Source: an optimization exercise on an open RTL-to-GDS flow (aim: small area). Production flows keep margins and buffers that such runs may drop. No functional check of the RTL was part of any run shown here.

File: flow/config.mk
export PLATFORM = sky130hd
export DESIGN_NAME = window_mult_pipe
export DESIGN_NICKNAME = window_mult_pipe
export VERILOG_FILES = /design/flow/design.v
export SDC_FILE = /design/flow/constraint.sdc
export NUM_CORES = 4
export LEC_CHECK = 0
export CAP_MARGIN = 20
export CORE_MARGIN = 2
export CORE_UTILIZATION = 60
export PLACE_DENSITY = 0.72
export SLEW_MARGIN = 20
export SYNTH_HIERARCHICAL = 1
File: flow/constraint.sdc
create_clock -name core_clock -period 6.5 [get_ports {clk}]
set_input_delay 1.3000 -clock core_clock [delete_from_list [all_inputs] [get_ports {clk}]]
set_output_delay 1.3000 -clock core_clock [all_outputs]
set_load 0.01 [all_outputs]
File: flow/design.v
module window_mult_pipe #(
  parameter int K   = 3,
  parameter int NI  = 8,
  parameter int NF  = 8,
  parameter int LAT = 2,
  parameter int CW  = 5
) (
  input  logic                            clk,
  input  logic                            rst_n,
  input  logic                            in_valid,
  output logic                            in_ready,
  input  logic                            sgn_i,
  input  logic [K*K*NI-1:0]               i_flat,
  input  logic [K*K*NF-1:0]               f_flat,
  input  logic [CW-1:0]                   row_in,
  input  logic [CW-1:0]                   col_in,
  input  logic                            done_in,
  output logic                            out_valid,
  input  logic                            out_ready,
  output logic [K*K*(NI+NF)-1:0]          d_flat,
  output logic [CW-1:0]                   row_out,
  output logic [CW-1:0]                   col_out,
  output logic                            done_out,
  output logic [NI+NF+$clog2(K*K)-1:0]    sum_o
);
  localparam int N  = K * K;
  localparam int W  = NI + NF;
  localparam int SW = W + $clog2(N);
  localparam int SB = 2 * CW + 1;
  logic w_en;
  assign w_en     = !out_valid || out_ready;
  assign in_ready = w_en;
  logic [2:0] r_vld;
  always_ff @(posedge clk or negedge rst_n) begin
    if (!rst_n)    r_vld <= '0;
    else if (w_en) r_vld <= {r_vld[1:0], in_valid};
  end
  assign out_valid = r_vld[2];
  logic [N*NI-1:0] r1_i;
  logic [N*NF-1:0] r1_f;
  logic            r1_s;
  logic [SB-1:0]   r1_sb, r2_sb, r3_sb;
  logic [N*W-1:0]  r2_d, r3_d;
  logic [SW-1:0]   r3_sum;
  logic [SW-1:0]   w_sum;
  logic [N*W-1:0]  w_prod;
  for (genvar e = 0; e < N; e++) begin : g_lane
    wm_mul u_mul (.p(r1_i[e*NI +: NI]), .pn(~r1_i[e*NI +: NI]), .s(r1_s), .f(r1_f[e*NF +: NF]),
                  .fn(~r1_f[e*NF +: NF]), .y(w_prod[e*W +: W]));
  end
  wm_sum u_sum (.d(r2_d), .y(w_sum));
  always_ff @(posedge clk) begin
    if (w_en) begin
      r1_i  <= i_flat;
      r1_f  <= f_flat;
      r1_s  <= sgn_i;
      r1_sb <= {done_in, col_in, row_in};
      r2_d  <= w_prod;
      r2_sb <= r1_sb;
      r3_d  <= r2_d;
      r3_sb <= r2_sb;
      r3_sum <= w_sum;
    end
  end
  assign d_flat   = r3_d;
  assign row_out  = r3_sb[CW-1:0];
  assign col_out  = r3_sb[2*CW-1:CW];
  assign done_out = r3_sb[2*CW];
  assign sum_o    = r3_sum;
endmodule
module wm_fa (input logic a, input logic b, input logic c, output logic s, output logic co);
  assign s  = a ^ b ^ c;
  assign co = (a & b) | (a & c) | (b & c);
endmodule
module wm_ha (input logic a, input logic b, output logic s, output logic co);
  assign s  = a ^ b;
  assign co = a & b;
endmodule
module wm_mul (
  input  logic [7:0]  p,
  input  logic [7:0]  pn,
  input  logic [7:0]  fn,
  input  logic        s,
  input  logic [7:0]  f,
  output logic [15:0] y
);
  wire q = s & p[7];
  wire pp1 = ~(pn[0] | fn[0]);
  wire pp2 = ~(pn[0] | fn[1]);
  wire pp3 = ~(pn[1] | fn[0]);
  wire pp4 = ~(pn[0] | fn[2]);
  wire pp5 = ~(pn[1] | fn[1]);
  wire pp6 = ~(pn[2] | fn[0]);
  wire pp7 = ~(pn[0] | fn[3]);
  wire pp8 = ~(pn[1] | fn[2]);
  wire pp9 = ~(pn[2] | fn[1]);
  wire pp10 = ~(pn[3] | fn[0]);
  wire pp11 = ~(pn[0] | fn[4]);
  wire pp12 = ~(pn[1] | fn[3]);
  wire pp13 = ~(pn[2] | fn[2]);
  wire pp14 = ~(pn[3] | fn[1]);
  wire pp15 = ~(pn[4] | fn[0]);
  wire pp16 = ~(pn[0] | fn[5]);
  wire pp17 = ~(pn[1] | fn[4]);
  wire pp18 = ~(pn[2] | fn[3]);
  wire pp19 = ~(pn[3] | fn[2]);
  wire pp20 = ~(pn[4] | fn[1]);
  wire pp21 = ~(pn[5] | fn[0]);
  wire pp22 = ~(pn[0] | fn[6]);
  wire pp23 = ~(pn[1] | fn[5]);
  wire pp24 = ~(pn[2] | fn[4]);
  wire pp25 = ~(pn[3] | fn[3]);
  wire pp26 = ~(pn[4] | fn[2]);
  wire pp27 = ~(pn[5] | fn[1]);
  wire pp28 = ~(pn[6] | fn[0]);
  wire pp29 = ~(pn[1] | fn[6]);
  wire pp30 = ~(pn[2] | fn[5]);
  wire pp31 = ~(pn[3] | fn[4]);
  wire pp32 = ~(pn[4] | fn[3]);
  wire pp33 = ~(pn[5] | fn[2]);
  wire pp34 = ~(pn[6] | fn[1]);
  wire pp35 = ~(pn[7] | fn[0]);
  wire pp36 = ~(p[0] & f[7]);
  wire pp37 = ~(pn[2] | fn[6]);
  wire pp38 = ~(pn[3] | fn[5]);
  wire pp39 = ~(pn[4] | fn[4]);
  wire pp40 = ~(pn[5] | fn[3]);
  wire pp41 = ~(pn[6] | fn[2]);
  wire pp42 = ~(pn[7] | fn[1]);
  wire pp43 = ~(p[1] & f[7]);
  wire pp44 = ~(q & f[0]);
  wire pp45 = ~(pn[3] | fn[6]);
  wire pp46 = ~(pn[4] | fn[5]);
  wire pp47 = ~(pn[5] | fn[4]);
  wire pp48 = ~(pn[6] | fn[3]);
  wire pp49 = ~(pn[7] | fn[2]);
  wire pp50 = ~(p[2] & f[7]);
  wire pp51 = ~(q & f[1]);
  wire pp52 = ~(pn[4] | fn[6]);
  wire pp53 = ~(pn[5] | fn[5]);
  wire pp54 = ~(pn[6] | fn[4]);
  wire pp55 = ~(pn[7] | fn[3]);
  wire pp56 = ~(p[3] & f[7]);
  wire pp57 = ~(q & f[2]);
  wire pp58 = ~(pn[5] | fn[6]);
  wire pp59 = ~(pn[6] | fn[5]);
  wire pp60 = ~(pn[7] | fn[4]);
  wire pp61 = ~(p[4] & f[7]);
  wire pp62 = ~(q & f[3]);
  wire pp63 = ~(pn[6] | fn[6]);
  wire pp64 = ~(pn[7] | fn[5]);
  wire pp65 = ~(p[5] & f[7]);
  wire pp66 = ~(q & f[4]);
  wire pp67 = ~(pn[7] | fn[6]);
  wire pp68 = ~(p[6] & f[7]);
  wire pp69 = ~(q & f[5]);
  wire pp70 = ~(p[7] & f[7]);
  wire pp71 = ~(q & f[6]);
  wire pp72 = (q & f[7]);
  wire n73 = ~pp29;
  wire n74 = ~pp37;
  wire s75, c76;
  wm_ha u_ha77 (.a(pp22), .b(pp23), .s(s75), .co(c76));
  wire s78, c79;
  wm_fa u_fa80 (.a(pp30), .b(pp31), .c(pp32), .s(s78), .co(c79));
  wire s81, c82;
  wm_ha u_ha83 (.a(pp33), .b(pp34), .s(s81), .co(c82));
  wire s84, c85;
  wm_fa u_fa86 (.a(pp38), .b(pp39), .c(pp40), .s(s84), .co(c85));
  wire s87, c88;
  wm_fa u_fa89 (.a(pp41), .b(pp42), .c(pp43), .s(s87), .co(c88));
  wire s90, c91;
  wm_ha u_ha92 (.a(pp44), .b(pp29), .s(s90), .co(c91));
  wire s93, c94;
  wm_fa u_fa95 (.a(pp45), .b(pp46), .c(pp47), .s(s93), .co(c94));
  wire s96, c97;
  wm_fa u_fa98 (.a(pp48), .b(pp49), .c(pp50), .s(s96), .co(c97));
  wire s99, c100;
  wm_ha u_ha101 (.a(pp51), .b(pp37), .s(s99), .co(c100));
  wire s102, c103;
  wm_fa u_fa104 (.a(pp52), .b(pp53), .c(pp54), .s(s102), .co(c103));
  wire s105, c106;
  wm_ha u_ha107 (.a(pp55), .b(pp56), .s(s105), .co(c106));
  wire s108, c109;
  wm_ha u_ha110 (.a(pp58), .b(pp59), .s(s108), .co(c109));
  wire s111, c112;
  wm_ha u_ha113 (.a(pp11), .b(pp12), .s(s111), .co(c112));
  wire s114, c115;
  wm_fa u_fa116 (.a(pp16), .b(pp17), .c(pp18), .s(s114), .co(c115));
  wire s117, c118;
  wm_ha u_ha119 (.a(pp19), .b(pp20), .s(s117), .co(c118));
  wire s120, c121;
  wm_fa u_fa122 (.a(pp24), .b(pp25), .c(pp26), .s(s120), .co(c121));
  wire s123, c124;
  wm_fa u_fa125 (.a(pp27), .b(pp28), .c(s75), .s(s123), .co(c124));
  wire s126, c127;
  wm_fa u_fa128 (.a(pp35), .b(pp36), .c(n73), .s(s126), .co(c127));
  wire s129, c130;
  wm_fa u_fa131 (.a(s78), .b(s81), .c(c76), .s(s129), .co(c130));
  wire s132, c133;
  wm_fa u_fa134 (.a(n74), .b(s84), .c(s87), .s(s132), .co(c133));
  wire s135, c136;
  wm_fa u_fa137 (.a(s90), .b(c79), .c(c82), .s(s135), .co(c136));
  wire s138, c139;
  wm_fa u_fa140 (.a(s93), .b(s96), .c(s99), .s(s138), .co(c139));
  wire s141, c142;
  wm_fa u_fa143 (.a(c85), .b(c88), .c(c91), .s(s141), .co(c142));
  wire s144, c145;
  wm_fa u_fa146 (.a(pp57), .b(s102), .c(s105), .s(s144), .co(c145));
  wire s147, c148;
  wm_fa u_fa149 (.a(c94), .b(c97), .c(c100), .s(s147), .co(c148));
  wire s150, c151;
  wm_fa u_fa152 (.a(pp60), .b(pp61), .c(pp62), .s(s150), .co(c151));
  wire s153, c154;
  wm_fa u_fa155 (.a(s108), .b(c103), .c(c106), .s(s153), .co(c154));
  wire s156, c157;
  wm_fa u_fa158 (.a(pp63), .b(pp64), .c(pp65), .s(s156), .co(c157));
  wire s159, c160;
  wm_ha u_ha161 (.a(pp66), .b(c109), .s(s159), .co(c160));
  wire s162, c163;
  wm_ha u_ha164 (.a(pp67), .b(pp68), .s(s162), .co(c163));
  wire s165, c166;
  wm_ha u_ha167 (.a(pp7), .b(pp8), .s(s165), .co(c166));
  wire s168, c169;
  wm_fa u_fa170 (.a(pp13), .b(pp14), .c(pp15), .s(s168), .co(c169));
  wire s171, c172;
  wm_fa u_fa173 (.a(pp21), .b(s114), .c(s117), .s(s171), .co(c172));
  wire s174, c175;
  wm_fa u_fa176 (.a(s120), .b(s123), .c(c115), .s(s174), .co(c175));
  wire s177, c178;
  wm_fa u_fa179 (.a(s126), .b(s129), .c(c121), .s(s177), .co(c178));
  wire s180, c181;
  wm_fa u_fa182 (.a(s132), .b(s135), .c(c127), .s(s180), .co(c181));
  wire s183, c184;
  wm_fa u_fa185 (.a(s138), .b(s141), .c(c133), .s(s183), .co(c184));
  wire s186, c187;
  wm_fa u_fa188 (.a(s144), .b(s147), .c(c139), .s(s186), .co(c187));
  wire s189, c190;
  wm_fa u_fa191 (.a(s150), .b(s153), .c(c145), .s(s189), .co(c190));
  wire s192, c193;
  wm_fa u_fa194 (.a(s156), .b(s159), .c(c151), .s(s192), .co(c193));
  wire s195, c196;
  wm_fa u_fa197 (.a(pp69), .b(s162), .c(c157), .s(s195), .co(c196));
  wire s198, c199;
  wm_ha u_ha200 (.a(pp70), .b(pp71), .s(s198), .co(c199));
  wire s201, c202;
  wm_ha u_ha203 (.a(pp4), .b(pp5), .s(s201), .co(c202));
  wire s204, c205;
  wm_fa u_fa206 (.a(pp9), .b(pp10), .c(s165), .s(s204), .co(c205));
  wire s207, c208;
  wm_fa u_fa209 (.a(s111), .b(s168), .c(c166), .s(s207), .co(c208));
  wire s210, c211;
  wm_fa u_fa212 (.a(c112), .b(s171), .c(c169), .s(s210), .co(c211));
  wire s213, c214;
  wm_fa u_fa215 (.a(c118), .b(s174), .c(c172), .s(s213), .co(c214));
  wire s216, c217;
  wm_fa u_fa218 (.a(c124), .b(s177), .c(c175), .s(s216), .co(c217));
  wire s219, c220;
  wm_fa u_fa221 (.a(c130), .b(s180), .c(c178), .s(s219), .co(c220));
  wire s222, c223;
  wm_fa u_fa224 (.a(c136), .b(s183), .c(c181), .s(s222), .co(c223));
  wire s225, c226;
  wm_fa u_fa227 (.a(c142), .b(s186), .c(c184), .s(s225), .co(c226));
  wire s228, c229;
  wm_fa u_fa230 (.a(c148), .b(s189), .c(c187), .s(s228), .co(c229));
  wire s231, c232;
  wm_fa u_fa233 (.a(c154), .b(s192), .c(c190), .s(s231), .co(c232));
  wire s234, c235;
  wm_fa u_fa236 (.a(c160), .b(s195), .c(c193), .s(s234), .co(c235));
  wire s237, c238;
  wm_fa u_fa239 (.a(c163), .b(s198), .c(c196), .s(s237), .co(c238));
  wire s240, c241;
  wm_ha u_ha242 (.a(pp72), .b(c199), .s(s240), .co(c241));
  wire s243, c244;
  wm_ha u_ha245 (.a(pp2), .b(pp3), .s(s243), .co(c244));
  wire s246, c247;
  wm_fa u_fa248 (.a(pp6), .b(s201), .c(c244), .s(s246), .co(c247));
  wire s249, c250;
  wm_fa u_fa251 (.a(s204), .b(c202), .c(c247), .s(s249), .co(c250));
  wire s252, c253;
  wm_fa u_fa254 (.a(s207), .b(c205), .c(c250), .s(s252), .co(c253));
  wire s255, c256;
  wm_fa u_fa257 (.a(s210), .b(c208), .c(c253), .s(s255), .co(c256));
  wire s258, c259;
  wm_fa u_fa260 (.a(s213), .b(c211), .c(c256), .s(s258), .co(c259));
  wire s261, c262;
  wm_fa u_fa263 (.a(s216), .b(c214), .c(c259), .s(s261), .co(c262));
  wire s264, c265;
  wm_fa u_fa266 (.a(s219), .b(c217), .c(c262), .s(s264), .co(c265));
  wire s267, c268;
  wm_fa u_fa269 (.a(s222), .b(c220), .c(c265), .s(s267), .co(c268));
  wire s270, c271;
  wm_fa u_fa272 (.a(s225), .b(c223), .c(c268), .s(s270), .co(c271));
  wire s273, c274;
  wm_fa u_fa275 (.a(s228), .b(c226), .c(c271), .s(s273), .co(c274));
  wire s276, c277;
  wm_fa u_fa278 (.a(s231), .b(c229), .c(c274), .s(s276), .co(c277));
  wire s279, c280;
  wm_fa u_fa281 (.a(s234), .b(c232), .c(c277), .s(s279), .co(c280));
  wire s282, c283;
  wm_fa u_fa284 (.a(s237), .b(c235), .c(c280), .s(s282), .co(c283));
  wire s285 = s240 ^ c238 ^ c283;
  assign y = {s285, s282, s279, s276, s273, s270, s267, s264, s261, s258, s255, s252, s249, s246, s243, pp1};
endmodule
module wm_sum (
  input  logic [143:0] d,
  output logic [19:0]  y
);
  wire t1 = ~d[15];
  wire t2 = ~d[31];
  wire t3 = ~d[47];
  wire t4 = ~d[63];
  wire t5 = ~d[79];
  wire t6 = ~d[95];
  wire t7 = ~d[111];
  wire t8 = ~d[127];
  wire t9 = ~d[143];
  wire n10 = ~t1;
  wire n11 = ~t1;
  wire n12 = ~t1;
  wire s13, c14;
  wm_fa u_fa15 (.a(d[0]), .b(d[16]), .c(d[32]), .s(s13), .co(c14));
  wire s16, c17;
  wm_ha u_ha18 (.a(d[48]), .b(d[64]), .s(s16), .co(c17));
  wire s19, c20;
  wm_fa u_fa21 (.a(d[1]), .b(d[17]), .c(d[33]), .s(s19), .co(c20));
  wire s22, c23;
  wm_fa u_fa24 (.a(d[49]), .b(d[65]), .c(d[81]), .s(s22), .co(c23));
  wire s25, c26;
  wm_ha u_ha27 (.a(d[97]), .b(d[113]), .s(s25), .co(c26));
  wire s28, c29;
  wm_fa u_fa30 (.a(d[2]), .b(d[18]), .c(d[34]), .s(s28), .co(c29));
  wire s31, c32;
  wm_fa u_fa33 (.a(d[50]), .b(d[66]), .c(d[82]), .s(s31), .co(c32));
  wire s34, c35;
  wm_fa u_fa36 (.a(d[98]), .b(d[114]), .c(d[130]), .s(s34), .co(c35));
  wire s37, c38;
  wm_fa u_fa39 (.a(d[3]), .b(d[19]), .c(d[35]), .s(s37), .co(c38));
  wire s40, c41;
  wm_fa u_fa42 (.a(d[51]), .b(d[67]), .c(d[83]), .s(s40), .co(c41));
  wire s43, c44;
  wm_fa u_fa45 (.a(d[99]), .b(d[115]), .c(d[131]), .s(s43), .co(c44));
  wire s46, c47;
  wm_fa u_fa48 (.a(d[4]), .b(d[20]), .c(d[36]), .s(s46), .co(c47));
  wire s49, c50;
  wm_fa u_fa51 (.a(d[52]), .b(d[68]), .c(d[84]), .s(s49), .co(c50));
  wire s52, c53;
  wm_fa u_fa54 (.a(d[100]), .b(d[116]), .c(d[132]), .s(s52), .co(c53));
  wire s55, c56;
  wm_fa u_fa57 (.a(d[5]), .b(d[21]), .c(d[37]), .s(s55), .co(c56));
  wire s58, c59;
  wm_fa u_fa60 (.a(d[53]), .b(d[69]), .c(d[85]), .s(s58), .co(c59));
  wire s61, c62;
  wm_fa u_fa63 (.a(d[101]), .b(d[117]), .c(d[133]), .s(s61), .co(c62));
  wire s64, c65;
  wm_fa u_fa66 (.a(d[6]), .b(d[22]), .c(d[38]), .s(s64), .co(c65));
  wire s67, c68;
  wm_fa u_fa69 (.a(d[54]), .b(d[70]), .c(d[86]), .s(s67), .co(c68));
  wire s70, c71;
  wm_fa u_fa72 (.a(d[102]), .b(d[118]), .c(d[134]), .s(s70), .co(c71));
  wire s73, c74;
  wm_fa u_fa75 (.a(d[7]), .b(d[23]), .c(d[39]), .s(s73), .co(c74));
  wire s76, c77;
  wm_fa u_fa78 (.a(d[55]), .b(d[71]), .c(d[87]), .s(s76), .co(c77));
  wire s79, c80;
  wm_fa u_fa81 (.a(d[103]), .b(d[119]), .c(d[135]), .s(s79), .co(c80));
  wire s82, c83;
  wm_fa u_fa84 (.a(d[8]), .b(d[24]), .c(d[40]), .s(s82), .co(c83));
  wire s85, c86;
  wm_fa u_fa87 (.a(d[56]), .b(d[72]), .c(d[88]), .s(s85), .co(c86));
  wire s88, c89;
  wm_fa u_fa90 (.a(d[104]), .b(d[120]), .c(d[136]), .s(s88), .co(c89));
  wire s91, c92;
  wm_fa u_fa93 (.a(d[9]), .b(d[25]), .c(d[41]), .s(s91), .co(c92));
  wire s94, c95;
  wm_fa u_fa96 (.a(d[57]), .b(d[73]), .c(d[89]), .s(s94), .co(c95));
  wire s97, c98;
  wm_fa u_fa99 (.a(d[105]), .b(d[121]), .c(d[137]), .s(s97), .co(c98));
  wire s100, c101;
  wm_fa u_fa102 (.a(d[10]), .b(d[26]), .c(d[42]), .s(s100), .co(c101));
  wire s103, c104;
  wm_fa u_fa105 (.a(d[58]), .b(d[74]), .c(d[90]), .s(s103), .co(c104));
  wire s106, c107;
  wm_fa u_fa108 (.a(d[106]), .b(d[122]), .c(d[138]), .s(s106), .co(c107));
  wire s109, c110;
  wm_fa u_fa111 (.a(d[11]), .b(d[27]), .c(d[43]), .s(s109), .co(c110));
  wire s112, c113;
  wm_fa u_fa114 (.a(d[59]), .b(d[75]), .c(d[91]), .s(s112), .co(c113));
  wire s115, c116;
  wm_fa u_fa117 (.a(d[107]), .b(d[123]), .c(d[139]), .s(s115), .co(c116));
  wire s118, c119;
  wm_fa u_fa120 (.a(d[12]), .b(d[28]), .c(d[44]), .s(s118), .co(c119));
  wire s121, c122;
  wm_fa u_fa123 (.a(d[60]), .b(d[76]), .c(d[92]), .s(s121), .co(c122));
  wire s124, c125;
  wm_fa u_fa126 (.a(d[108]), .b(d[124]), .c(d[140]), .s(s124), .co(c125));
  wire s127, c128;
  wm_fa u_fa129 (.a(d[13]), .b(d[29]), .c(d[45]), .s(s127), .co(c128));
  wire s130, c131;
  wm_fa u_fa132 (.a(d[61]), .b(d[77]), .c(d[93]), .s(s130), .co(c131));
  wire s133, c134;
  wm_fa u_fa135 (.a(d[109]), .b(d[125]), .c(d[141]), .s(s133), .co(c134));
  wire s136, c137;
  wm_fa u_fa138 (.a(d[14]), .b(d[30]), .c(d[46]), .s(s136), .co(c137));
  wire s139, c140;
  wm_fa u_fa141 (.a(d[62]), .b(d[78]), .c(d[94]), .s(s139), .co(c140));
  wire s142, c143;
  wm_fa u_fa144 (.a(d[110]), .b(d[126]), .c(d[142]), .s(s142), .co(c143));
  wire s145, c146;
  wm_fa u_fa147 (.a(t2), .b(t3), .c(t4), .s(s145), .co(c146));
  wire s148, c149;
  wm_fa u_fa150 (.a(t5), .b(t6), .c(t7), .s(s148), .co(c149));
  wire s151, c152;
  wm_fa u_fa153 (.a(t8), .b(t9), .c(n10), .s(s151), .co(c152));
  wire s154, c155;
  wm_fa u_fa156 (.a(d[80]), .b(d[96]), .c(d[112]), .s(s154), .co(c155));
  wire s157, c158;
  wm_fa u_fa159 (.a(d[129]), .b(s19), .c(s22), .s(s157), .co(c158));
  wire s160, c161;
  wm_ha u_ha162 (.a(s25), .b(c14), .s(s160), .co(c161));
  wire s163, c164;
  wm_fa u_fa165 (.a(s28), .b(s31), .c(s34), .s(s163), .co(c164));
  wire s166, c167;
  wm_fa u_fa168 (.a(c20), .b(c23), .c(c26), .s(s166), .co(c167));
  wire s169, c170;
  wm_fa u_fa171 (.a(s37), .b(s40), .c(s43), .s(s169), .co(c170));
  wire s172, c173;
  wm_fa u_fa174 (.a(c29), .b(c32), .c(c35), .s(s172), .co(c173));
  wire s175, c176;
  wm_fa u_fa177 (.a(s46), .b(s49), .c(s52), .s(s175), .co(c176));
  wire s178, c179;
  wm_fa u_fa180 (.a(c38), .b(c41), .c(c44), .s(s178), .co(c179));
  wire s181, c182;
  wm_fa u_fa183 (.a(s55), .b(s58), .c(s61), .s(s181), .co(c182));
  wire s184, c185;
  wm_fa u_fa186 (.a(c47), .b(c50), .c(c53), .s(s184), .co(c185));
  wire s187, c188;
  wm_fa u_fa189 (.a(s64), .b(s67), .c(s70), .s(s187), .co(c188));
  wire s190, c191;
  wm_fa u_fa192 (.a(c56), .b(c59), .c(c62), .s(s190), .co(c191));
  wire s193, c194;
  wm_fa u_fa195 (.a(s73), .b(s76), .c(s79), .s(s193), .co(c194));
  wire s196, c197;
  wm_fa u_fa198 (.a(c65), .b(c68), .c(c71), .s(s196), .co(c197));
  wire s199, c200;
  wm_fa u_fa201 (.a(s82), .b(s85), .c(s88), .s(s199), .co(c200));
  wire s202, c203;
  wm_fa u_fa204 (.a(c74), .b(c77), .c(c80), .s(s202), .co(c203));
  wire s205, c206;
  wm_fa u_fa207 (.a(s91), .b(s94), .c(s97), .s(s205), .co(c206));
  wire s208, c209;
  wm_fa u_fa210 (.a(c83), .b(c86), .c(c89), .s(s208), .co(c209));
  wire s211, c212;
  wm_fa u_fa213 (.a(s100), .b(s103), .c(s106), .s(s211), .co(c212));
  wire s214, c215;
  wm_fa u_fa216 (.a(c92), .b(c95), .c(c98), .s(s214), .co(c215));
  wire s217, c218;
  wm_fa u_fa219 (.a(s109), .b(s112), .c(s115), .s(s217), .co(c218));
  wire s220, c221;
  wm_fa u_fa222 (.a(c101), .b(c104), .c(c107), .s(s220), .co(c221));
  wire s223, c224;
  wm_fa u_fa225 (.a(s118), .b(s121), .c(s124), .s(s223), .co(c224));
  wire s226, c227;
  wm_fa u_fa228 (.a(c110), .b(c113), .c(c116), .s(s226), .co(c227));
  wire s229, c230;
  wm_fa u_fa231 (.a(s127), .b(s130), .c(s133), .s(s229), .co(c230));
  wire s232, c233;
  wm_fa u_fa234 (.a(c119), .b(c122), .c(c125), .s(s232), .co(c233));
  wire s235, c236;
  wm_fa u_fa237 (.a(s136), .b(s139), .c(s142), .s(s235), .co(c236));
  wire s238, c239;
  wm_fa u_fa240 (.a(c128), .b(c131), .c(c134), .s(s238), .co(c239));
  wire s241, c242;
  wm_fa u_fa243 (.a(s145), .b(s148), .c(s151), .s(s241), .co(c242));
  wire s244, c245;
  wm_fa u_fa246 (.a(c137), .b(c140), .c(c143), .s(s244), .co(c245));
  wire s247, c248;
  wm_fa u_fa249 (.a(n11), .b(c146), .c(c149), .s(s247), .co(c248));
  wire s250, c251;
  wm_ha u_ha252 (.a(d[128]), .b(s13), .s(s250), .co(c251));
  wire s253, c254;
  wm_fa u_fa255 (.a(c17), .b(s157), .c(s160), .s(s253), .co(c254));
  wire s256, c257;
  wm_fa u_fa258 (.a(s163), .b(s166), .c(c158), .s(s256), .co(c257));
  wire s259, c260;
  wm_fa u_fa261 (.a(s169), .b(s172), .c(c164), .s(s259), .co(c260));
  wire s262, c263;
  wm_fa u_fa264 (.a(s175), .b(s178), .c(c170), .s(s262), .co(c263));
  wire s265, c266;
  wm_fa u_fa267 (.a(s181), .b(s184), .c(c176), .s(s265), .co(c266));
  wire s268, c269;
  wm_fa u_fa270 (.a(s187), .b(s190), .c(c182), .s(s268), .co(c269));
  wire s271, c272;
  wm_fa u_fa273 (.a(s193), .b(s196), .c(c188), .s(s271), .co(c272));
  wire s274, c275;
  wm_fa u_fa276 (.a(s199), .b(s202), .c(c194), .s(s274), .co(c275));
  wire s277, c278;
  wm_fa u_fa279 (.a(s205), .b(s208), .c(c200), .s(s277), .co(c278));
  wire s280, c281;
  wm_fa u_fa282 (.a(s211), .b(s214), .c(c206), .s(s280), .co(c281));
  wire s283, c284;
  wm_fa u_fa285 (.a(s217), .b(s220), .c(c212), .s(s283), .co(c284));
  wire s286, c287;
  wm_fa u_fa288 (.a(s223), .b(s226), .c(c218), .s(s286), .co(c287));
  wire s289, c290;
  wm_fa u_fa291 (.a(s229), .b(s232), .c(c224), .s(s289), .co(c290));
  wire s292, c293;
  wm_fa u_fa294 (.a(s235), .b(s238), .c(c230), .s(s292), .co(c293));
  wire s295, c296;
  wm_fa u_fa297 (.a(s241), .b(s244), .c(c236), .s(s295), .co(c296));
  wire s298, c299;
  wm_fa u_fa300 (.a(c152), .b(s247), .c(c242), .s(s298), .co(c299));
  wire s301, c302;
  wm_ha u_ha303 (.a(s16), .b(s154), .s(s301), .co(c302));
  wire s304, c305;
  wm_fa u_fa306 (.a(c155), .b(s253), .c(c251), .s(s304), .co(c305));
  wire s307, c308;
  wm_fa u_fa309 (.a(c161), .b(s256), .c(c254), .s(s307), .co(c308));
  wire s310, c311;
  wm_fa u_fa312 (.a(c167), .b(s259), .c(c257), .s(s310), .co(c311));
  wire s313, c314;
  wm_fa u_fa315 (.a(c173), .b(s262), .c(c260), .s(s313), .co(c314));
  wire s316, c317;
  wm_fa u_fa318 (.a(c179), .b(s265), .c(c263), .s(s316), .co(c317));
  wire s319, c320;
  wm_fa u_fa321 (.a(c185), .b(s268), .c(c266), .s(s319), .co(c320));
  wire s322, c323;
  wm_fa u_fa324 (.a(c191), .b(s271), .c(c269), .s(s322), .co(c323));
  wire s325, c326;
  wm_fa u_fa327 (.a(c197), .b(s274), .c(c272), .s(s325), .co(c326));
  wire s328, c329;
  wm_fa u_fa330 (.a(c203), .b(s277), .c(c275), .s(s328), .co(c329));
  wire s331, c332;
  wm_fa u_fa333 (.a(c209), .b(s280), .c(c278), .s(s331), .co(c332));
  wire s334, c335;
  wm_fa u_fa336 (.a(c215), .b(s283), .c(c281), .s(s334), .co(c335));
  wire s337, c338;
  wm_fa u_fa339 (.a(c221), .b(s286), .c(c284), .s(s337), .co(c338));
  wire s340, c341;
  wm_fa u_fa342 (.a(c227), .b(s289), .c(c287), .s(s340), .co(c341));
  wire s343, c344;
  wm_fa u_fa345 (.a(c233), .b(s292), .c(c290), .s(s343), .co(c344));
  wire s346, c347;
  wm_fa u_fa348 (.a(c239), .b(s295), .c(c293), .s(s346), .co(c347));
  wire s349, c350;
  wm_fa u_fa351 (.a(c245), .b(s298), .c(c296), .s(s349), .co(c350));
  wire s352, c353;
  wm_fa u_fa354 (.a(n12), .b(c248), .c(c299), .s(s352), .co(c353));
  wire g355 = s250 & s301;
  wire p356 = s250 ^ s301;
  wire g357 = s304 & c302;
  wire p358 = s304 ^ c302;
  wire g359 = s307 & c305;
  wire p360 = s307 ^ c305;
  wire g361 = s310 & c308;
  wire p362 = s310 ^ c308;
  wire g363 = s313 & c311;
  wire p364 = s313 ^ c311;
  wire g365 = s316 & c314;
  wire p366 = s316 ^ c314;
  wire g367 = s319 & c317;
  wire p368 = s319 ^ c317;
  wire g369 = s322 & c320;
  wire p370 = s322 ^ c320;
  wire g371 = s325 & c323;
  wire p372 = s325 ^ c323;
  wire g373 = s328 & c326;
  wire p374 = s328 ^ c326;
  wire g375 = s331 & c329;
  wire p376 = s331 ^ c329;
  wire g377 = s334 & c332;
  wire p378 = s334 ^ c332;
  wire g379 = s337 & c335;
  wire p380 = s337 ^ c335;
  wire g381 = s340 & c338;
  wire p382 = s340 ^ c338;
  wire g383 = s343 & c341;
  wire p384 = s343 ^ c341;
  wire g385 = s346 & c344;
  wire p386 = s346 ^ c344;
  wire g387 = s349 & c347;
  wire p388 = s349 ^ c347;
  wire g389 = s352 & c350;
  wire p390 = s352 ^ c350;
  wire g391 = t1 & c353;
  wire p392 = t1 ^ c353;
  wire G393 = g357 | (p358 & g355);
  wire P394 = p358 & p356;
  wire G395 = g361 | (p362 & g359);
  wire P396 = p362 & p360;
  wire G397 = g365 | (p366 & g363);
  wire P398 = p366 & p364;
  wire G399 = g369 | (p370 & g367);
  wire P400 = p370 & p368;
  wire G401 = g373 | (p374 & g371);
  wire P402 = p374 & p372;
  wire G403 = g377 | (p378 & g375);
  wire P404 = p378 & p376;
  wire G405 = g381 | (p382 & g379);
  wire P406 = p382 & p380;
  wire G407 = g385 | (p386 & g383);
  wire P408 = p386 & p384;
  wire G409 = g389 | (p390 & g387);
  wire P410 = p390 & p388;
  wire G411 = 1'b0 | (1'b1 & g391);
  wire P412 = 1'b1 & p392;
  wire G413 = g359 | (p360 & G393);
  wire P414 = p360 & P394;
  wire G415 = G395 | (P396 & G393);
  wire P416 = P396 & P394;
  wire G417 = g367 | (p368 & G397);
  wire P418 = p368 & P398;
  wire G419 = G399 | (P400 & G397);
  wire P420 = P400 & P398;
  wire G421 = g375 | (p376 & G401);
  wire P422 = p376 & P402;
  wire G423 = G403 | (P404 & G401);
  wire P424 = P404 & P402;
  wire G425 = g383 | (p384 & G405);
  wire P426 = p384 & P406;
  wire G427 = G407 | (P408 & G405);
  wire P428 = P408 & P406;
  wire G429 = g391 | (p392 & G409);
  wire P430 = p392 & P410;
  wire G431 = G411 | (P412 & G409);
  wire P432 = P412 & P410;
  wire G433 = g363 | (p364 & G415);
  wire P434 = p364 & P416;
  wire G435 = G397 | (P398 & G415);
  wire P436 = P398 & P416;
  wire G437 = G417 | (P418 & G415);
  wire P438 = P418 & P416;
  wire G439 = G419 | (P420 & G415);
  wire P440 = P420 & P416;
  wire G441 = g379 | (p380 & G423);
  wire P442 = p380 & P424;
  wire G443 = G405 | (P406 & G423);
  wire P444 = P406 & P424;
  wire G445 = G425 | (P426 & G423);
  wire P446 = P426 & P424;
  wire G447 = G427 | (P428 & G423);
  wire P448 = P428 & P424;
  wire G449 = g371 | (p372 & G439);
  wire P450 = p372 & P440;
  wire G451 = G401 | (P402 & G439);
  wire P452 = P402 & P440;
  wire G453 = G421 | (P422 & G439);
  wire P454 = P422 & P440;
  wire G455 = G423 | (P424 & G439);
  wire P456 = P424 & P440;
  wire G457 = G441 | (P442 & G439);
  wire P458 = P442 & P440;
  wire G459 = G443 | (P444 & G439);
  wire P460 = P444 & P440;
  wire G461 = G445 | (P446 & G439);
  wire P462 = P446 & P440;
  wire G463 = G447 | (P448 & G439);
  wire P464 = P448 & P440;
  wire G465 = g387 | (p388 & G463);
  wire P466 = p388 & P464;
  wire G467 = G409 | (P410 & G463);
  wire P468 = P410 & P464;
  wire G469 = G429 | (P430 & G463);
  wire P470 = P430 & P464;
  wire G471 = G431 | (P432 & G463);
  wire P472 = P432 & P464;
  wire y473 = p358 ^ g355;
  wire y474 = p360 ^ G393;
  wire y475 = p362 ^ G413;
  wire y476 = p364 ^ G415;
  wire y477 = p366 ^ G433;
  wire y478 = p368 ^ G435;
  wire y479 = p370 ^ G437;
  wire y480 = p372 ^ G439;
  wire y481 = p374 ^ G449;
  wire y482 = p376 ^ G451;
  wire y483 = p378 ^ G453;
  wire y484 = p380 ^ G455;
  wire y485 = p382 ^ G457;
  wire y486 = p384 ^ G459;
  wire y487 = p386 ^ G461;
  wire y488 = p388 ^ G463;
  wire y489 = p390 ^ G465;
  wire y490 = p392 ^ G467;
  wire y491 = 1'b1 ^ G469;
  assign y = {y491, y490, y489, y488, y487, y486, y485, y484, y483, y482, y481, y480, y479, y478, y477, y476, y475, y474, y473, p356};
endmodule
File: flow/flow/run.sh
#!/bin/bash
# The standard layout, with the port buffers made of the smallest buffer and a clock tree
# without dummy loads. Each tool's output goes to orfs/logs; make's own output to flow_make.log.
set -euo pipefail
bash standard.sh \
  "BUFFER_PORTS_ARGS=-buffer_cell sky130_fd_sc_hd__buf_1" \
  "CTS_ARGS=-sink_clustering_enable -repair_clock_nets -dont_use_dummy_load -sink_clustering_size 30 -sink_clustering_max_diameter 80 -buf_list {sky130_fd_sc_hd__clkbuf_8 sky130_fd_sc_hd__clkbuf_16}" \
  finish > flow_make.log 2>&1
File: flow/standard.sh
#!/bin/bash
# synth_recipe.tcl (not shown) runs the flow's synth.tcl, then flattens the netlist and writes it again
# the make line also repeats each setting of config.mk as NAME=value (left out here)
make -C /OpenROAD-flow-scripts/flow DESIGN_CONFIG=/design/flow/config.mk WORK_HOME=/design/flow/orfs CLKGATE_MAP_FILE= SYNTH_SCRIPT=/design/flow/synth_recipe.tcl "${@:-finish}"
==> summary.md, run 1 <==
| Metric | Value |
|---|---|
| Worst setup path class | register to register |
| Antenna-violating nets left | 0 |
| Wire length per cell | 22.29 um |
| Die area | 59550 um2 |
| Total half-perimeter wirelength after legalization and detailed placement | 63990 um |
| Core footprint | 56710 um2 |
| Critical register-to-register path endpoint | r2_d[79] |
| Depth of the worst register-to-register path | 17 |
| Clock tree from TritonCTS | built |
| Fin crit period | 6.343 ns |
| CP arrival | 6.73 ns |
| Sequence of cells on the critical path | inv_2 -> nor2_1 -> ha_1 -> fa_1 -> fa_2 -> fa_1 -> fa_1 -> fa_1 -> fa_2 -> fa_2 -> fa_1 -> fa_2 -> fa_2 -> fa_2 -> fa_1 -> fa_1 -> xor3_1 |
| Outcome | finished clean |
| Final std cell area, no fill | 37470 um2 |
| Cell with the biggest individual delay on the critical path | sky130_fd_sc_hd__fa_1 |
| Overall Global Routing Usage | 0.2724 |
| Mapped Nets | 3353 |
| Vias | 18960 |
| Filler instances | 4130 |
| Slew at the pin closest to its max-slew limit | 0.9135 ns |
| Total of buffers placed on input and output ports | 336 |
| Horizontal extent of the die | 244.0 um |
| First-pass GRT wire length | 120300 um |
| Critical path's largest stage delay | 0.47 ns |
| Total clock buffers created by CTS | 31 |
| First DRT Iteration DRCs | 1477 |
| Critical path required time | 6.88 ns |
| CTS clock-pin slew for the worst setup and hold paths | 0.10 ns |
| Total area of multi-input combinational cells | 17750 um2 |
| Worst path buffer plus inverter count | 1 |
| Vias in the first global route | 20950 |
| Number of antenna violations at the first check in global routing | 5 |
| Total grt overflow | 0 |
| Path category of the worst min-delay check | register to register |
| Largest driver fanout on the critical path | 6 |
| Net count reported at finish | 3649 |
| Delay-heaviest family, CP | adder cells |
| Clock tree skew after final layout | 0.06175 ns |
| Gate count after technology mapping | 2426 |
| DIE HEIGHT | 244.0 um |
| Startpoint of the lowest-slack register-to-register path | r1_i[32] |
| Drt via density | 5.450 |
| Area taken by flip-flops and latches | 14670 um2 |
| Longest Clk Path Bufs | 3 |
| Placement Cell Area | 36360 um2 |
| CTS Root Cell | sky130_fd_sc_hd__clkbuf_16 |
| CP startpoint | r1_i[32] |
| Most prevalent standard cell on the critical path | sky130_fd_sc_hd__fa_1 |
| Capture point of the worst path | r2_d[79] |
| Total of warnings raised by yosys | 7 |
| Remaining DRCs | 0 |
| Initial standard-cell utilization of the core | 0.6095 |
| Io pins | 337 |
| Clock Sinks | 489 |
| Share of layout cells above drive strength 1 | 0.1276 |
| Kind of start point of the critical path | register |
| H-tree level count | 1 |
| Hold Buf Count CTS | 0 |
| Final period utilization | 0.9758 |
| Max_slew headroom | 0.3910 |
| Final weighted congestion of routability-driven global placement | 0.9151 |
| Total Routed Length | 77540 um |
| DR pass1 iterations | 5 |
| Setup-failing EPs final | 0 |
| Worst reg-to-reg setup slack | 0.16 ns |
| Pin count of the biggest net entering global routing | 167 |
| Critical path capture point type | register |
| Final Hold Viols | 0 |
| Mean post-synth cell area | 14.25 um2 |
| Cell area after synthesis | 34570 um2 |
| WP depth | 17 |
| Area Growth Syn to Fin | 8.398% |
| F_max | 0.1577 GHz |
| Row cnt | 87 |
| Worst hold margin | 0.4052 ns |
| Maximum capacitance violations | 0 |
| Final number of max-transition violations | 0 |
| Clock latency reported for the late side of the worst-skew pair | 0.65 ns |
-- stage by stage --
stage / worst slack (ns) / util / instances / setup TNS [ns]
5_1_grt: -0.002859 / 0.6606 / 3476 / -0.002859
3_3_place_gp: -0.07858 / 0.6412 / 3421 / -0.3754
4_1_cts: 0.01298 / 0.6579 / 3467 / 0
3_5_place_dp: -0.2130 / 0.6412 / 3421 / -1.533
2_1_floorplan: 0.01101 / - / 2426 / 0
6_report: 0.1574 / 0.6607 / 3478 / 0
-- placed cells by master, fill, tap and decap left out, types with 2 or more instances in the layout --
cell type                   count
sky130_fd_sc_hd__a211oi_1       2
sky130_fd_sc_hd__a21o_1         3
sky130_fd_sc_hd__a21oi_1        9
sky130_fd_sc_hd__and3_1        12
sky130_fd_sc_hd__buf_1        336
sky130_fd_sc_hd__buf_12         4
sky130_fd_sc_hd__buf_4        186
sky130_fd_sc_hd__clkbuf_16     31
sky130_fd_sc_hd__dfrtp_1        3
sky130_fd_sc_hd__diode_2        2
sky130_fd_sc_hd__edfxtp_1     486
sky130_fd_sc_hd__fa_1         546
sky130_fd_sc_hd__fa_2          63
sky130_fd_sc_hd__ha_1         158
sky130_fd_sc_hd__inv_1        104
sky130_fd_sc_hd__inv_2         48
sky130_fd_sc_hd__inv_4          2
sky130_fd_sc_hd__mux2_4         2
sky130_fd_sc_hd__nand2_1       78
sky130_fd_sc_hd__nand3_1       66
sky130_fd_sc_hd__nor2_1       508
sky130_fd_sc_hd__nor3_1         4
sky130_fd_sc_hd__o211ai_1       2
sky130_fd_sc_hd__o21ai_0        4
sky130_fd_sc_hd__o21ai_1        2
sky130_fd_sc_hd__o21bai_1       3
sky130_fd_sc_hd__or2_1         18
sky130_fd_sc_hd__xnor2_1        3
sky130_fd_sc_hd__xor2_1         8
sky130_fd_sc_hd__xor3_1         9
-- flip-flops by register name, summed over array words and instances, names as in the netlist --
| register | cells |
|---|---|
| r1_f | 72 |
| r1_i | 72 |
| r1_s | 1 |
| r1_sb | 11 |
| r2_d | 144 |
| r2_sb | 11 |
| r3_d | 144 |
| r3_sb | 11 |
| r3_sum | 20 |
| r_vld | 3 |
-- repair_timing --
| action | CTS | global route |
|---|---|---|
| setup endpoints to repair | 15 | 12 |
| buffers inserted | 15 | 9 |
| pin swaps | 2 | 21 |
| gates resized for setup | 65 | 42 |
-- worst min path at each step --
stage	from	to	slack, ns	cells after the start
floorplan	r1_sb[0]	r2_sb[0]	0.40	0
global placement	r2_sb[0]	r3_sb[0]	0.40	0
detailed placement	r1_sb[10]	r2_sb[10]	0.40	0
CTS	r1_sb[10]	r2_sb[10]	0.40	0
global route	r2_sb[5]	r3_sb[5]	0.41	0
finish	r1_sb[10]	r2_sb[10]	0.41	0
-- metal layers --
| metal | GRT usage | wire [um] |
|---|---|---|
| met1 | 0.3892 | 31500 |
| met2 | 0.4295 | 37190 |
| met3 | 0.04532 | 5534 |
| met4 | 0.1006 | 3322 |
| met5 | 0 | 0 |
-- worst reg2reg max path, stage by stage (launching register included) --
cell and delay (ns):
sky130_fd_sc_hd__edfxtp_1 0.42, sky130_fd_sc_hd__inv_2 0.13, sky130_fd_sc_hd__nor2_1 0.06, sky130_fd_sc_hd__ha_1 0.31, sky130_fd_sc_hd__fa_1 0.47, sky130_fd_sc_hd__fa_2 0.40
sky130_fd_sc_hd__fa_1 0.38, sky130_fd_sc_hd__fa_1 0.39, sky130_fd_sc_hd__fa_1 0.40, sky130_fd_sc_hd__fa_2 0.35, sky130_fd_sc_hd__fa_2 0.35, sky130_fd_sc_hd__fa_1 0.40
sky130_fd_sc_hd__fa_2 0.36, sky130_fd_sc_hd__fa_2 0.36, sky130_fd_sc_hd__fa_2 0.36, sky130_fd_sc_hd__fa_1 0.39, sky130_fd_sc_hd__fa_1 0.39, sky130_fd_sc_hd__xor3_1 0.19
-- final cells by class --
| cell class | instances | share of cell area |
|---|---|---|
| multi-input combinational | 1520 | 0.4738 |
| timing repair buffer | 526 | 0.07307 |
| tap | 756 | 0.02525 |
| sequential | 489 | 0.3915 |
| inverter | 154 | 0.01556 |
| antenna | 2 | 0.0001336 |
| clock buffer | 31 | 0.02070 |
==> inputs of run 2 (changes only) <==
==> flow/flow/run.sh (replaced) <==
#!/bin/bash
# The standard layout, with the port buffers made of the smallest buffer and a clock tree
# without dummy loads. Each tool's output goes to orfs/logs; make's own output to flow_make.log.
set -euo pipefail
bash standard.sh \
  "BUFFER_PORTS_ARGS=-buffer_cell sky130_fd_sc_hd__buf_1" \
  "CTS_ARGS=-sink_clustering_enable -repair_clock_nets -dont_use_dummy_load -sink_clustering_size 18 -sink_clustering_max_diameter 60 -buf_list {sky130_fd_sc_hd__clkbuf_8}" \
  finish > flow_make.log 2>&1
==> summary.md, run 2 <==
| Metric | Value |
|---|---|
| Outcome | finished clean |
| Number of cells in the finished layout apart from fillers | 3490 |
| F_max | 0.1572 GHz |
| Final weighted congestion of routability-driven global placement | 0.9151 |
| WHS Path Cells | 0 |
| Core footprint | 56710 um2 |
| Wire length per cell | 22.32 um |
| Antenna-violating nets left | 0 |
| Number of antenna violations at the first check in global routing | 7 |
| Startpoint of the lowest-slack register-to-register path | r1_i[8] |
| Slew at the pin closest to its max-slew limit | 0.9062 ns |
| Placement Cell Area | 36360 um2 |
| Clock tree from TritonCTS | built |
| Clock Sinks | 489 |
| Mean post-synth cell area | 14.25 um2 |
| DIE HEIGHT | 244.0 um |
| Area Growth Syn to Fin | 7.967% |
| Cell area after synthesis | 34570 um2 |
| Row cnt | 87 |
| Final Hold Viols | 0 |
| CP arrival | 6.74 ns |
| Sequence of cells on the critical path | inv_2 -> nor2_1 -> ha_1 -> fa_1 -> fa_2 -> fa_2 -> fa_2 -> fa_2 -> fa_2 -> fa_1 -> fa_1 -> fa_2 -> fa_1 -> fa_1 -> fa_1 -> fa_1 -> xor3_1 |
| Total clock buffers created by CTS | 47 |
| Longest Clk Path Bufs | 3 |
| Net count reported at finish | 3661 |
| Capture point of the worst path | r2_d[31] |
| Total of warnings raised by yosys | 7 |
| Worst setup path class | register to register |
| Mapped Nets | 3353 |
| Worst hold margin | 0.3999 ns |
| Unrepaired setup endpoints after global routing | no |
| Most common library cell in the layout ignoring fill and taps | sky130_fd_sc_hd__fa_1 |
| Initial standard-cell utilization of the core | 0.6095 |
| Critical path's largest stage delay | 0.49 ns |
| Post-Route Utilization | 0.6580 |
| Io pins | 337 |
| Setup-failing EPs final | 0 |
| Largest driver fanout on the critical path | 4 |
| Total half-perimeter wirelength after legalization and detailed placement | 63990 um |
| Most prevalent standard cell on the critical path | sky130_fd_sc_hd__fa_1 |
| Depth of the worst register-to-register path | 17 |
| Critical path capture point type | register |
| First-pass GRT wire length | 120600 um |
| Share of layout cells above drive strength 1 | 0.1318 |
| Cell with the biggest individual delay on the critical path | sky130_fd_sc_hd__fa_1 |
| Maximum capacitance violations | 0 |
| Final period utilization | 0.9788 |
| Clock latency reported for the late side of the worst-skew pair | 0.65 ns |
| Path category of the worst min-delay check | register to register |
| Leading cell types in the layout, fill and taps excluded | 549 x sky130_fd_sc_hd__fa_1, 507 x sky130_fd_sc_hd__nor2_1, 486 x sky130_fd_sc_hd__edfxtp_1 |
| Critical register-to-register path endpoint | r2_d[31] |
| DR pass1 iterations | 5 |
| Vias in the first global route | 21050 |
| Die area | 59550 um2 |
| Horizontal extent of the die | 244.0 um |
| CTS Root Cell | sky130_fd_sc_hd__clkbuf_8 |
| First DRT Iteration DRCs | 1458 |
| Critical path required time | 6.87 ns |
| Total Routed Length | 77890 um |
| Worst reg-to-reg setup slack | 0.14 ns |
| CP startpoint | r1_i[8] |
| Drt via density | 5.475 |
| Overall Global Routing Usage | 0.2744 |
| Max_slew headroom | 0.3959 |
| Pin count of the biggest net entering global routing | 167 |
| Fin crit period | 6.362 ns |
| Total grt overflow | 0 |
| Largest registers | r2_d (144), r3_d (144) |
| Gate count after technology mapping | 2426 |
| CTS clock-pin slew for the worst setup and hold paths | 0.10 ns |
| Final number of max-transition violations | 0 |
| Total of buffers placed on input and output ports | 336 |
| Vias | 19110 |
| Kind of start point of the critical path | register |
| Dpl cells | 3421 |
| Final std cell area, no fill | 37320 um2 |
| H-tree level count | 2 |
| Clock tree skew after final layout | 0.06429 ns |
| Remaining DRCs | 0 |
-- run 2: what timing repair did --
action,CTS,global route
gates resized for setup,68,41
hold buffers,0,0
pin swaps,2,22
setup endpoints to repair,15,13
setup buffers,13,7
-- run 2: critical path: cells and delay by family (launching register included) --
kind | cells | cell delay, ns
and+or+nand+nor | 1 | 0.05
adders and majority gates | 14 | 5.39
xor gates and xnor gates | 1 | 0.19
buffers and inverters | 1 | 0.10
DFF | 1 | 0.40
-- run 2: worst min-delay path by stage --
stage                      endpoint      start  slack, ns
after floorplan            r2_sb[0]   r1_sb[0]       0.40
after global placement     r3_sb[0]   r2_sb[0]       0.40
after detailed placement  r2_sb[10]  r1_sb[10]       0.40
after CTS                  r_vld[1]      rst_n       0.40
after global routing       r3_sb[5]   r2_sb[5]       0.41
final                      r3_sb[5]   r2_sb[5]       0.40
-- run 2: metal layers --
metal | GRT usage | share of wire | wire length, um | up-vias
li1 | - | - | - | 8282
met1 | 0.3862 | 0.40 | 31450 | 9954
met3 | 0.05169 | 0.074 | 5787 | 135
met2 | 0.4321 | 0.48 | 37460 | 732
met4 | 0.1062 | 0.041 | 3170 | 4
met5 | 0 | 0.00039 | 30 | -
-- run 2: cell type report --
type	instances	area [um2]
Antenna cell	2	5.005
Clock buffer	47	646.9
Tap cell	756	945.9
Sequential cell	489	14670
Timing Repair Buffer	522	2720
Inverter	154	585.6
Fill cell	4187	19390
Multi-Input combinational cell	1520	17750
-- run 2: through the flow --
step                      TNS (ns)  worst slack [ns]
final                            0            0.1380
after global routing             0        0.00004752
after CTS                        0           0.01326
after detailed placement    -1.533           -0.2130
after global placement     -0.3754          -0.07858
after floorplan                  0           0.01101
==> inputs of run 3 (changes only) <==
--- a/flow/design.v
+++ b/flow/design.v
@@ -41,14 +41,11 @@
   logic            r1_s;
   logic [SB-1:0]   r1_sb, r2_sb, r3_sb;
   logic [N*W-1:0]  r2_d, r3_d;
-  logic [SW-1:0]   r3_sum;
-  logic [SW-1:0]   w_sum;
   logic [N*W-1:0]  w_prod;
   for (genvar e = 0; e < N; e++) begin : g_lane
     wm_mul u_mul (.p(r1_i[e*NI +: NI]), .pn(~r1_i[e*NI +: NI]), .s(r1_s), .f(r1_f[e*NF +: NF]),
                   .fn(~r1_f[e*NF +: NF]), .y(w_prod[e*W +: W]));
   end
-  wm_sum u_sum (.d(r2_d), .y(w_sum));
   always_ff @(posedge clk) begin
     if (w_en) begin
       r1_i  <= i_flat;
@@ -59,14 +56,15 @@
       r2_sb <= r1_sb;
       r3_d  <= r2_d;
       r3_sb <= r2_sb;
-      r3_sum <= w_sum;
     end
   end
+  logic [SW-1:0] w_sum;
+  wm_sum u_sum (.d(r3_d), .y(w_sum));
   assign d_flat   = r3_d;
   assign row_out  = r3_sb[CW-1:0];
   assign col_out  = r3_sb[2*CW-1:CW];
   assign done_out = r3_sb[2*CW];
-  assign sum_o    = r3_sum;
+  assign sum_o    = w_sum;
 endmodule
 module wm_fa (input logic a, input logic b, input logic c, output logic s, output logic co);
   assign s  = a ^ b ^ c;
==> flow/flow/run.sh (replaced) <==
#!/bin/bash
# The standard layout, with the port buffers made of the smallest buffer and a clock tree
# without dummy loads. Each tool's output goes to orfs/logs; make's own output to flow_make.log.
set -euo pipefail
bash standard.sh \
  "BUFFER_PORTS_ARGS=-buffer_cell sky130_fd_sc_hd__buf_1" \
  "CTS_ARGS=-sink_clustering_enable -repair_clock_nets -dont_use_dummy_load -sink_clustering_size 24 -sink_clustering_max_diameter 80 -buf_list {sky130_fd_sc_hd__clkbuf_8 sky130_fd_sc_hd__clkbuf_16}" \
  finish > flow_make.log 2>&1
==> summary.md, run 3 <==
| Metric | Value |
|---|---|
| Most prevalent standard cell on the critical path | sky130_fd_sc_hd__fa_1 |
| Net count reported at finish | 3719 |
| Io pins | 337 |
| First DRT Iteration DRCs | 1282 |
| Unrepaired setup endpoints after global routing | yes |
| Worst hold margin | 0.3841 ns |
| Total area of multi-input combinational cells | 17910 um2 |
| Final weighted congestion of routability-driven global placement | 0.9351 |
| Startpoint of the lowest-slack register-to-register path | r1_i[32] |
| Kind of start point of the critical path | register |
| Worst path buffer plus inverter count | 1 |
| Horizontal extent of the die | 241.9 um |
| Hold Buf Count CTS | 0 |
| CP arrival | 5.09 ns |
| Worst setup path class | register to output port |
| Share of layout cells above drive strength 1 | 0.1659 |
| Final number of max-transition violations | 0 |
| DR pass1 iterations | 5 |
| Wire length per cell | 22.82 um |
| Antenna-violating nets left | 0 |
| F_max | 0.1565 GHz |
| Setup-failing EPs final | 0 |
| H-tree level count | 2 |
| Remaining DRCs | 0 |
| Largest driver fanout on the critical path | 3 |
| Path category of the worst min-delay check | register to register |
| Leading cell types in the layout, fill and taps excluded | 542 x sky130_fd_sc_hd__fa_1, 508 x sky130_fd_sc_hd__nor2_1, 466 x sky130_fd_sc_hd__edfxtp_1 |
| Largest registers | r2_d (144), r3_d (144) |
| Critical register-to-register path endpoint | r2_d[79] |
| Worst Min Path Start | r2_d[119] |
| Clock tree skew after final layout | 0.04962 ns |
| Depth of the worst register-to-register path | 16 |
| Critical path required time | 5.20 ns |
| Final period utilization | 0.9830 |
| Core footprint | 56170 um2 |
| Initial standard-cell utilization of the core | 0.6047 |
| Pin count of the biggest net entering global routing | 135 |
| Clock tree from TritonCTS | built |
| Delay-heaviest family, CP | adder cells |
| Clock latency reported for the late side of the worst-skew pair | 0.57 ns |
| Most common library cell in the layout ignoring fill and taps | sky130_fd_sc_hd__fa_1 |
| Total Routed Length | 80900 um |
| Worst reg-to-reg setup slack | 0.14 ns |
| Max_slew headroom | 0.4475 |
| Capture endpoint of the worst hold path | r3_d[119] |
| Total clock buffers created by CTS | 37 |
| Critical path's largest stage delay | 0.64 ns |
| Maximum capacitance violations | 0 |
| Outcome | finished clean |
| Total grt overflow | 0 |
| Number of antenna violations at the first check in global routing | 1 |
| Cell area after synthesis | 33970 um2 |
| Fin crit period | 6.390 ns |
| Post-Route Utilization | 0.6729 |
| Area Growth Syn to Fin | 11.28% |
| Longest Clk Path Bufs | 3 |
| Clock Sinks | 469 |
| Mapped Nets | 3333 |
| Total of warnings raised by yosys | 7 |
| Overall Global Routing Usage | 0.2901 |
| WHS Path Cells | 0 |
| Number of diodes added for antenna fixing | 0 |
| Die area | 58530 um2 |
| Vias | 19370 |
| Slew at the pin closest to its max-slew limit | 0.8287 ns |
| CTS clock-pin slew for the worst setup and hold paths | 0.09 ns |
| Filler instances | 4141 |
| Critical path capture point type | output port |
| Vias in the first global route | 21420 |
| CTS Root Cell | sky130_fd_sc_hd__clkbuf_16 |
| Area taken by flip-flops and latches | 14070 um2 |
| Drt via density | 5.462 |
| Sequence of cells on the critical path | fa_1 -> fa_1 -> fa_1 -> fa_1 -> ha_4 -> o211ai_1 -> or3_4 -> a21oi_4 -> nor2_1 -> nand2_1 -> fa_2 -> clkbuf_2 |
| Total of buffers placed on input and output ports | 336 |
| DIE HEIGHT | 241.9 um |
| Mean post-synth cell area | 14.12 um2 |
| Final Hold Viols | 0 |
| Cell with the biggest individual delay on the critical path | sky130_fd_sc_hd__fa_1 |
| Total half-perimeter wirelength after legalization and detailed placement | 66730 um |
| First-pass GRT wire length | 124800 um |
| Row cnt | 87 |
| Gate count after technology mapping | 2406 |
==> run 3: worst register-to-register path, delay by kind of cell (launching register included) <==
kind | cells | cell delay [ns]
adder cells (fa/ha/maj) | 13 | 5.30
buffers and inverters | 1 | 0.14
flip-flops | 1 | 0.42
XOR/XNOR | 1 | 0.18
AND/OR/NAND/NOR | 1 | 0.08
==> run 3: per-layer routing <==
layer / GRT usage / share of wire / vias up
met5: 0 / 0 / -
li1: - / - / 8372
met1: 0.3985 / 0.40 / 10050
met4: 0.1227 / 0.047 / 0
met3: 0.06824 / 0.083 / 148
met2: 0.4526 / 0.47 / 802
==> run 3: metrics by stage <==
step           cells  setup TNS (ns)  setup WS (ns)  cell area (um2)
3_3_place_gp    3421         -0.4329       -0.09709            35900
3_5_place_dp    3421          -1.798        -0.2256            35900
5_1_grt         3546         -0.1648        -0.1013            37800
6_report        3546               0         0.1104            37800
4_1_cts         3495               0      0.0004778            37190
2_1_floorplan   2406               0        0.01138            34110
==> run 3: layout make-up <==
| class | instances | area share |
|---|---|---|
| multi-input cells | 1520 | 0.4738 |
| inverters | 154 | 0.01536 |
| repair buffers | 610 | 0.08908 |
| well taps | 756 | 0.02503 |
| flip-flops and latches | 469 | 0.3722 |
| clock buffers | 37 | 0.02450 |
==> run 3: worst max path at each step <==
stage                     startpoint        end  depth (start not counted)
after floorplan             r1_f[53]  r2_d[111]                         18
after global placement      r1_f[10]   r2_d[31]                         17
after detailed placement    r1_i[65]  r2_d[143]                         17
after CTS                   r1_i[56]  r2_d[127]                         17
after global routing        r1_i[32]   r2_d[79]                         17
final                      r3_d[117]  sum_o[16]                         12
==> run 3: repair_timing <==
item	in CTS	in global routing
gates resized for setup	62	74
buffers inserted	37	51
setup endpoints to repair	23	25
endpoints found under the hold margin	0	0
pin swaps	8	40

==> static timing again, ports no longer ideal <==
The results above use ideal ports. As a check the final layouts listed here were re-extracted and re-timed, cells and wires unchanged.
Step 1: set_driving_cell puts a clkbuf_16 on clk and a buf_2 on each other input, an assumption about the parent block.
Step 2 times the ports against the registers' clock, not the clock port: input delays grow and output delays shrink by t, the midpoint of the rising clock arrivals with the driver on.
a / b / c = no drivers / after step 1 / after step 2; a / b = the first two.
run | shift t [ns] | setup slack, ns | pins driven straight from the clock port
run 1 | 0.678 | 0.157 / 0.157 / 0.157 | 1
run 2 | 0.686 | 0.138 / 0.138 / 0.138 | 1
run 3 | 0.613 | 0.110 / 0.049 / 0.144 | 1
After both steps setup and hold are still met in every run listed.
